Context: an optimization exercise on an open-source flow, tuned for small area and a short achievable clock period. The choices shown serve that exercise and are no tape-out recipe. RTL that was checked went through simulation tests only; none was proved equivalent to the original. No activity file was given, so power comes from the tool's default toggle rates.

Setup of v17:
Design simple_fifo_adapter, start of the top module:
module simple_fifo_adapter #(
    parameter int DATA_IN_WIDTH  = 16,
    parameter int DATA_OUT_WIDTH = 128,
    parameter int ADDR_WIDTH     = 4,
    parameter int FULL_SLACK     = 1,
    parameter int USE_LAST       = 1
) (
    input  logic                      clk,
    input  logic                      rst,
    input  logic                      wr_ena,
    input  logic [DATA_IN_WIDTH-1:0]  wr_dat,
    input  logic                      wr_last,
    output logic                      wr_full,
    input  logic                      rd_ena,
    output logic [DATA_OUT_WIDTH-1:0] rd_dat,
    output logic                      rd_last,
    output logic                      rd_empty,
    output logic [ADDR_WIDTH:0]       rd_dat_cnt
);
Size: roughly 2,400 flip-flops, roughly 160 I/O pins.
export LEC_CHECK = 0
export CAP_MARGIN = 20
export CORE_MARGIN = 2
export CORE_UTILIZATION = 65
export CTS_CLUSTER_DIAMETER = 60
export CTS_CLUSTER_SIZE = 30
export PLACE_DENSITY = 0.75
export SETUP_SLACK_MARGIN = 1.8
export SLEW_MARGIN = 20
create_clock -name core_clock -period 4.0 [get_ports {clk}]
run.sh (not shown) runs the stock make flow with config.mk's settings and CLKGATE_MAP_FILE= SYNTH_SCRIPT=/design/flow/synth_recipe.tcl, a recipe that flattens the netlist after the stock synthesis.
The following lists how v39 was set up differently from v17:
Settings: a deleted PLACE_DENSITY that had been 0.75; a change of CTS_CLUSTER_SIZE from 30 to 25; a change of CORE_UTILIZATION from 65 to 40.
- On v39: shortest clock period the worst path allows after layout is 0.036 ns higher than what v17 gave.
- Summary of v39 over v17: global-route met1 utilization moved down, number of global-route vias before repair moved down, final-stage net count level, peak supply drop moved down.
For v25, these inputs were changed with respect to v39:
Settings: clearing CTS_CLUSTER_DIAMETER, which used to be 60; clearing CTS_CLUSTER_SIZE, which used to be 25.
==> flow/flow/run.sh (new file) <==
#!/bin/bash
# Standard layout, with the clock tree built from larger sink clusters and without the dummy
# loads CTS adds for balancing. Each step's full log stays in orfs/logs; make's own output goes
# to flow_make.log in this folder.
set -euo pipefail
export CTS_ARGS="-sink_clustering_enable -repair_clock_nets -dont_use_dummy_load -sink_clustering_size 30 -sink_clustering_max_diameter 60"
bash standard.sh finish > flow_make.log 2>&1
==> flow/standard.sh (new file) <==
#!/bin/bash
# synth_recipe.tcl (not shown) runs the flow's synth.tcl, then flattens the netlist and writes it again
# the make line also repeats each setting of config.mk as NAME=value (left out here)
make -C /OpenROAD-flow-scripts/flow DESIGN_CONFIG=/design/flow/config.mk WORK_HOME=/design/flow/orfs CLKGATE_MAP_FILE= SYNTH_SCRIPT=/design/flow/synth_recipe.tcl "${@:-finish}"
removed: flow/run.sh
Findings:
In the reports for v25 and v39, the larger internal power of the cells belongs to v39.
Diff v39 -> v25: transition time at the pin with the least slew margin shows no meaningful change; wire length shows a reduction of about 0.9%.
v39 reports its end point of the critical path as mem[5][26] while v25 reports mem[5][37].
Summary of v25 over v39: sequential standard cell area neither gained nor lost much, final area saw a decrease.
diff inputs: v25 => v37
Settings: changing CORE_UTILIZATION from 40 to 65; setting PLACE_DENSITY to 0.75 for the first time.
==> flow/run.sh (new file) <==
#!/bin/bash
# synth_recipe.tcl (not shown) runs the flow's synth.tcl, then flattens the netlist and writes it again
# the make line also repeats each setting of config.mk as NAME=value (left out here)
make -C /OpenROAD-flow-scripts/flow DESIGN_CONFIG=/design/flow/config.mk WORK_HOME=/design/flow/orfs CLKGATE_MAP_FILE= SYNTH_SCRIPT=/design/flow/synth_recipe.tcl finish
removed: flow/flow/run.sh
removed: flow/standard.sh
Design area, v37 vs v25: up by a few percent
v37 vs v25, termination of the worst setup path: rd_dat[52] vs mem[5][37]
Utilization: higher on v37
Wire length after detailed routing (higher): v25
Summary of v37 over v25: count of vias placed by the detailed router shows an increase of about 4.6%, cell count of the worst hold path shows no meaningful change.
No functional check of the RTL was part of any run of this note.

---

Another version of the RTL of simple_fifo_adapter (not shown whole).
Size: roughly 4700 cells after synthesis, roughly 2400 flip-flops, ~160 I/O pins.
==> flow/config.mk <==
export PLATFORM = sky130hd
export DESIGN_NAME = simple_fifo_adapter
export DESIGN_NICKNAME = simple_fifo_adapter
export VERILOG_FILES = /design/flow/design.v
export SDC_FILE = /design/flow/constraint.sdc
export NUM_CORES = 4
export LEC_CHECK = 0
export CAP_MARGIN = 20
export CORE_MARGIN = 2
export CORE_UTILIZATION = 55
export PLACE_DENSITY = 0.7
export SETUP_SLACK_MARGIN = 1.9
export SLEW_MARGIN = 20
==> flow/constraint.sdc <==
create_clock -name core_clock -period 4.0 [get_ports {clk}]
set_input_delay 0.8000 -clock core_clock [delete_from_list [all_inputs] [get_ports {clk}]]
set_output_delay 0.8000 -clock core_clock [all_outputs]
set_load 0.01 [all_outputs]
standard.sh (not shown) runs the stock make flow with config.mk's settings and CLKGATE_MAP_FILE= SYNTH_SCRIPT=/design/flow/synth_recipe.tcl, a recipe that flattens the netlist after the stock synthesis.
==> flow/flow/run.sh <==
#!/bin/bash
# Standard layout, with the clock tree built from larger sink clusters and without the dummy
# loads CTS adds for balancing. Each step's full log stays in orfs/logs; make's own output goes
# to flow_make.log in this folder.
set -euo pipefail
export CTS_ARGS="-sink_clustering_enable -repair_clock_nets -dont_use_dummy_load -sink_clustering_size 30 -sink_clustering_max_diameter 60"
bash standard.sh finish > flow_make.log 2>&1
The first run produced a clean layout.
==> next run, changes <==
--- a/flow/config.mk
+++ b/flow/config.mk
@@ -8,6 +8,5 @@
 export CAP_MARGIN = 20
 export CORE_MARGIN = 2
-export CORE_UTILIZATION = 55
-export PLACE_DENSITY = 0.7
-export SETUP_SLACK_MARGIN = 1.9
+export CORE_UTILIZATION = 40
+export SETUP_SLACK_MARGIN = 1.95
 export SLEW_MARGIN = 20
- The changed run produced a clean layout
- final area is higher by about 2.4%
- final cell count is higher by 12%
- area after synthesis is unchanged
- core utilization is lower by 16 points
- clock skew is higher by 0.023 ns
- combinational power is higher by 13%
- register-to-register slack is better by 0.10 ns
- sequential share of layout area is lower by 1.7 points
- non-clock buffer count is higher by 73
==> next run, changes <==
--- a/flow/config.mk
+++ b/flow/config.mk
@@ -8,5 +8,6 @@
 export CAP_MARGIN = 20
 export CORE_MARGIN = 2
-export CORE_UTILIZATION = 40
-export SETUP_SLACK_MARGIN = 1.95
+export CORE_UTILIZATION = 50
+export PLACE_DENSITY = 0.65
+export SETUP_SLACK_MARGIN = 1.9
 export SLEW_MARGIN = 20
Result: Sequential share of layout area climbs by 1.8 points; total power went down slightly; worst setup slack gains 0.040 ns; design area falls by a few percent; count of clock-buffer cells in the layout increases by 1; flip-flop and latch count stays the same; area after synthesis is unchanged; via count goes down slightly.
==> next run, changes <==
--- a/flow/config.mk
+++ b/flow/config.mk
@@ -8,6 +8,5 @@
 export CAP_MARGIN = 20
 export CORE_MARGIN = 2
-export CORE_UTILIZATION = 50
-export PLACE_DENSITY = 0.65
-export SETUP_SLACK_MARGIN = 1.9
+export CORE_UTILIZATION = 40
+export SETUP_SLACK_MARGIN = 1.8
 export SLEW_MARGIN = 20
What happened:
- wire length came out higher by 3.9%
- total power barely changes
- worst setup slack degrades by 0.11 ns
- via count came out lower by 1.3%
- critical path depth came out higher by 5
- register-to-register slack degrades by 0.16 ns
- cell area barely changes
- clock power hardly moves
- global-route usage came out lower by 5.1 points
- utilization came out lower by 11 points

[static timing again, ports no longer ideal]
No port has a modelled driver above. Below, the same layouts with a new extraction and two added sets of constraints. Step 1: set_driving_cell puts a clkbuf_16 on clk and a buf_2 on each other input, an assumption about the parent block. Step 2 adds t to the input delays and takes it off the output delays; t is the mean of the earliest and latest rising clock arrival at the registers after step 1. Input paths then give back, and output paths get back, about the clock's delay inside the block. Slacks: no drivers / after step 1 / after step 2; pairs: no drivers / after step 1.
run	t, ns	setup slack, ns	worst setup path after step 2	slew at the worst register clock pin (ns)	pins driven straight from the clock port
v17	0.887	1.775 / 1.737 / 1.111	input to register	0.11 / 0.11	1
v39	0.904	1.738 / 1.705 / 0.886	input to register	0.10 / 0.10	1
v25	0.884	1.674 / 1.715 / 0.846	input to register	0.11 / 0.11	1
v37	0.940	1.752 / 1.730 / 0.884	input to register	0.07 / 0.07	1
the first run of note 2	0.861	1.828 / 1.747 / 1.090	input to register	0.11 / 0.11	1
the second run of note 2	0.877	1.810 / 1.726 / 1.242	input to register	0.11 / 0.11	1
the third run of note 2	0.863	1.850 / 1.770 / 1.059	input to register	0.11 / 0.11	1
the fourth run of note 2	0.871	1.736 / 1.736 / 1.087	input to register	0.11 / 0.11	1
After both steps every run listed still meets setup and hold. For v37, which loses most, drivers alone change the setup slack by -0.022 ns; drivers and shift together by -0.868 ns.
